Background: an optimization exercise with open tools, aiming at small area. Do not read the settings as production practice.
Only simulation tests tie the RTL to the original design; equivalence was not proved.
Power figures rest on the tool's default switching activity, not on a simulated workload.

## lane 1
==> flow/design.v (excerpt) <==
module processor_core_top (
    input  logic        clk,
    input  logic        rst_n,
    input  logic [31:0] if_instr,
    input  logic        if_instr_valid,
    input  logic        ext_wr_valid,
    input  logic [3:0]  ext_wr_addr,
    input  logic [31:0] ext_wr_data,
    output logic [31:0] result,
    output logic        result_valid,
    output logic [3:0]  flags
);
Size: ~2800 cells after synthesis, about 570 flip-flops, ~110 I/O pins, roughly 0.028 mm^2 of cells after synthesis.
export LEC_CHECK = 0
export CAP_MARGIN = 10
export CORE_MARGIN = 2
export CORE_UTILIZATION = 40
export SLEW_MARGIN = 10
export SYNTH_HIERARCHICAL = 1
export SYNTH_MINIMUM_KEEP_SIZE = 0
create_clock -name core_clock -period 10.0 [get_ports {clk}]
standard.sh (not shown) runs the stock make flow with config.mk's settings and CLKGATE_MAP_FILE= SYNTH_SCRIPT=/design/flow/synth_recipe.tcl, a recipe that flattens the netlist after the stock synthesis.
==> flow/flow/run.sh <==
#!/bin/bash
# Layout flow: the standard synthesis and ORFS steps (standard.sh), with
#  - combinational cells swapped to their smallest drive strength after
#    synthesis (the flow's repair steps upsize what timing and slew need),
#  - small port buffers,
#  - a clock tree of small buffers without dummy loads.
# Each tool's output goes to its own log in this folder.
set -euo pipefail
here=$(pwd)
res=$here/orfs/results/$FLOW_PLATFORM/processor_core_top/base
export BUFFER_PORTS_ARGS="-buffer_cell sky130_fd_sc_hd__buf_1"
export CTS_ARGS="-sink_clustering_enable -repair_clock_nets -dont_use_dummy_load -buf_list {sky130_fd_sc_hd__clkbuf_8} -sink_clustering_size 16 -sink_clustering_max_diameter 80"
bash standard.sh synth > synth.log 2>&1
SYNTH_ODB=$res/1_synth.odb DONT_USE_CELLS="" openroad -no_init -exit flow/downsize.tcl > downsize.log 2>&1
touch $res/1_synth.sdc
bash standard.sh > layout.log 2>&1
==> flow/flow/downsize.tcl <==
# Swap every combinational cell of the synthesized netlist to the smallest
# cell of the same function (same name stem, any drive strength). The flow's
# own timing and design repair then upsizes what the layout needs.
# Flip-flops, tie cells and tap/fill cells are left alone.
read_db $::env(SYNTH_ODB)
set db [ord::get_db]
set block [[$db getChip] getBlock]
set libs [$db getLibs]
array set stems {}
foreach lib $libs {
  foreach m [$lib getMasters] {
    set n [$m getName]
    if {[regexp {^(sky130_fd_sc_hd__[a-z0-9]+)_([0-9]+)$} $n -> stem drive]} {
      lappend stems($stem) [list $m $drive [expr {[$m getWidth] * [$m getHeight]}]]
    }
  }
}
set dont_use [split $::env(DONT_USE_CELLS)]
set swapped 0
set saved 0
foreach inst [$block getInsts] {
  set m [$inst getMaster]
  set n [$m getName]
  if {![regexp {^(sky130_fd_sc_hd__[a-z0-9]+)_([0-9]+)$} $n -> stem drive]} { continue }
  if {[regexp {__(df|edf|sdf|sedf|dl|conb|tap|fill|decap|clk|lpflow|probe)} $n]} { continue }
  set area [expr {[$m getWidth] * [$m getHeight]}]
  set best $m
  set bestarea $area
  set bestdrive $drive
  foreach c $stems($stem) {
    lassign $c cm cd ca
    if {[lsearch -exact $dont_use [$cm getName]] >= 0} { continue }
    if {$ca < $bestarea || ($ca == $bestarea && $cd > $bestdrive)} {
      set best $cm; set bestarea $ca; set bestdrive $cd
    }
  }
  if {$best ne $m} {
    $inst swapMaster $best
    incr swapped
    set saved [expr {$saved + $area - $bestarea}]
  }
}
puts "downsize: swapped $swapped instances, saved [expr {$saved / 1e6}] um^2"
write_db $::env(SYNTH_ODB)
Lane 1 finished every step from synthesis to the final layout, and the layout passed the timing, DRC and antenna checks.
The following lists how lane 2 was set up differently from lane 1:
Settings: swapping 10 for 15 in CAP_MARGIN; swapping 10 for 15 in SLEW_MARGIN.
==> results.txt <==
Diff lane 1..lane 2 | flip-flop and latch count | unchanged
For utilization, lane 1 and lane 2 come out practically identical.
Against lane 1 as the reference, lane 2 delivers a higher footprint of the multi-input gates.
Between lane 1 and lane 2, the overall power consumption does not differ in any meaningful way.
In the reports for lane 2 and lane 1, the smaller number of antenna violations at the first check in global routing belongs to lane 1.
[compare] base=lane 1 new=lane 2: register-to-register setup slack now larger, number of iterations in the first detailed-routing pass now smaller.

---

Starting RTL as in the previous note.
==> flow/config.mk <==
export PLATFORM = sky130hd
export DESIGN_NAME = processor_core_top
export DESIGN_NICKNAME = processor_core_top
export VERILOG_FILES = /design/flow/design.v
export SDC_FILE = /design/flow/constraint.sdc
export NUM_CORES = 4
export LEC_CHECK = 0
export CAP_MARGIN = 20
export CORE_MARGIN = 2
export CORE_UTILIZATION = 40
export SLEW_MARGIN = 20
export SYNTH_HIERARCHICAL = 1
export SYNTH_MINIMUM_KEEP_SIZE = 0
==> flow/constraint.sdc <==
create_clock -name core_clock -period 10.0 [get_ports {clk}]
set_input_delay 2.0000 -clock core_clock [delete_from_list [all_inputs] [get_ports {clk}]]
set_output_delay 2.0000 -clock core_clock [all_outputs]
set_load 0.01 [all_outputs]
==> flow/flow/run.sh <==
#!/bin/bash
# Layout flow: the standard synthesis and ORFS steps (standard.sh), with
#  - combinational cells swapped to their smallest drive strength after
#    synthesis (the flow's repair steps upsize what timing and slew need),
#  - small port buffers,
#  - a clock tree of small buffers without dummy loads.
# Each tool's output goes to its own log in this folder.
set -euo pipefail
here=$(pwd)
res=$here/orfs/results/$FLOW_PLATFORM/processor_core_top/base
export BUFFER_PORTS_ARGS="-buffer_cell sky130_fd_sc_hd__buf_1"
export CTS_ARGS="-sink_clustering_enable -repair_clock_nets -dont_use_dummy_load -buf_list {sky130_fd_sc_hd__clkbuf_4} -sink_clustering_size 10 -sink_clustering_max_diameter 50"
bash standard.sh synth > synth.log 2>&1
SYNTH_ODB=$res/1_synth.odb DONT_USE_CELLS="" openroad -no_init -exit flow/downsize.tcl > downsize.log 2>&1
touch $res/1_synth.sdc
bash standard.sh > layout.log 2>&1
Scripts as last shown in full above: flow/flow/downsize.tcl
Edit:
--- a/flow/flow/run.sh
+++ b/flow/flow/run.sh
@@ -11,3 +11,3 @@
 export BUFFER_PORTS_ARGS="-buffer_cell sky130_fd_sc_hd__buf_1"
-export CTS_ARGS="-sink_clustering_enable -repair_clock_nets -dont_use_dummy_load -buf_list {sky130_fd_sc_hd__clkbuf_4} -sink_clustering_size 10 -sink_clustering_max_diameter 50"
+export CTS_ARGS="-sink_clustering_enable -repair_clock_nets -dont_use_dummy_load -buf_list {sky130_fd_sc_hd__clkbuf_8} -sink_clustering_size 16 -sink_clustering_max_diameter 80"
 bash standard.sh synth > synth.log 2>&1
Settings changed: GPL_TIMING_DRIVEN set to 0.
This time the run ran to the end with violations: setup timing.
Combinational power came out lower by about 3%.
Flip-flop and latch count stays the same.
Power came out lower by about 0.8%.
Synthesized area is unchanged.
Non-clock buffer count came out higher by 29.
Die area does not change.
Global-route usage came out higher by 0.42 points.
Wire length came out higher by 3.9%.
Setup slack loses 1.7 ns.
Worst hold slack stays flat.
Synthesized cell count does not change.
Edit:
Settings changed: GPL_TIMING_DRIVEN 0 to not set, PLACE_DENSITY set to 0.72.
After rerunning:
- The changed run ran to the end with no violations
- routed wire length came out lower by about 9%
- clock power is about the same
- die area does not change
- maximum frequency rises by about 16%
- via count drops by 2.3%
Edit:
Settings changed: PLACE_DENSITY 0.72 to not set.
The changed run produced a clean layout.
Clock-buffer cell count came out higher by 1.
Total power went up slightly.
Global-route usage came out higher by 2.0 points.
Setup slack improved by 0.058 ns.
First-iteration DRC count falls by roughly a tenth.
Non-clock buffer count fell by 7.
Worst hold slack improves by 0.0053 ns.
Register-to-register slack gets better by 0.05 ns.
Cell count hardly moves.
Maximum frequency climbs slightly.

---

Starting RTL as in the previous note.
Design processor_core_top, start of the top module:
module processor_core_top (
    input  logic        clk,
    input  logic        rst_n,
    input  logic [31:0] if_instr,
    input  logic        if_instr_valid,
    input  logic        ext_wr_valid,
    input  logic [3:0]  ext_wr_addr,
    input  logic [31:0] ext_wr_data,
    output logic [31:0] result,
    output logic        result_valid,
    output logic [3:0]  flags
);
Settings: LEC_CHECK=0, CAP_MARGIN=10, CORE_MARGIN=2, CORE_UTILIZATION=40, SLEW_MARGIN=10, SYNTH_HIERARCHICAL=1, SYNTH_MINIMUM_KEEP_SIZE=0; clock period 10.0 ns.
==> flow/flow/run.sh <==
#!/bin/bash
# Layout flow: the standard synthesis and ORFS steps (standard.sh), with
#  - combinational cells swapped to their smallest drive strength after
#    synthesis (the flow's repair steps upsize what timing and slew need),
#  - small port buffers,
#  - a clock tree of small buffers without dummy loads.
# Each tool's output goes to its own log in this folder.
set -euo pipefail
here=$(pwd)
res=$here/orfs/results/$FLOW_PLATFORM/processor_core_top/base
export BUFFER_PORTS_ARGS="-buffer_cell sky130_fd_sc_hd__buf_1"
export CTS_ARGS="-sink_clustering_enable -repair_clock_nets -dont_use_dummy_load -buf_list {sky130_fd_sc_hd__clkbuf_8} -sink_clustering_size 16 -sink_clustering_max_diameter 60"
bash standard.sh synth > synth.log 2>&1
SYNTH_ODB=$res/1_synth.odb DONT_USE_CELLS="" openroad -no_init -exit flow/downsize.tcl > downsize.log 2>&1
touch $res/1_synth.sdc
bash standard.sh > layout.log 2>&1
Scripts as last shown in full above: flow/flow/downsize.tcl
The starting point passed the timing, DRC and antenna checks.
Next try:
CAP_MARGIN = 20   (was 10)
SLEW_MARGIN = 20   (was 10)
After rerunning:
- die area stays the same
- power stays flat
- maximum frequency went up slightly
- hold slack degrades by 3.1 ps
- critical path depth is unchanged

-- afterwards: timing with drivers on the ports --
The results above use ideal ports. As a check the final layouts listed here were re-extracted and re-timed, cells and wires unchanged. Step 1 sets driving cells, clkbuf_16 on the clock port and buf_2 on the other inputs (assumed; they add their load-dependent delay and slew). Step 2, shift: input delay + t, output delay - t, t = (earliest + latest rising clock arrival at the registers) / 2. This alone moves slack from input paths to output paths. a / b / c = no drivers / after step 1 / after step 2; a / b = the first two.
| run | shift t [ns] | slack for setup (ns) | worst setup path after step 2 |
|---|---|---|---|
| lane 1 | 0.723 | 1.148 / 1.183 / 0.460 | input to register |
| lane 2 | 0.710 | 1.240 / 1.280 / 0.570 | input to register |
| the first run of note 2 | 0.923 | 1.495 / 1.538 / 0.614 | input to register |
| the second run of note 2 | 0.735 | -0.198 / -0.161 / -0.896 | input to register |
| the third run of note 2 | 0.748 | 1.232 / 1.269 / 0.521 | input to register |
| the fourth run of note 2 | 0.733 | 1.290 / 1.332 / 0.599 | input to register |
| the first run of note 3 | 0.740 | 1.176 / 1.210 / 0.470 | input to register |
| the second run of note 3 | 0.746 | 1.311 / 1.353 / 0.607 | input to register |
The setup slack of the first run of note 2, which loses most, moves by +0.043 ns with the drivers and by -0.881 ns with both steps.
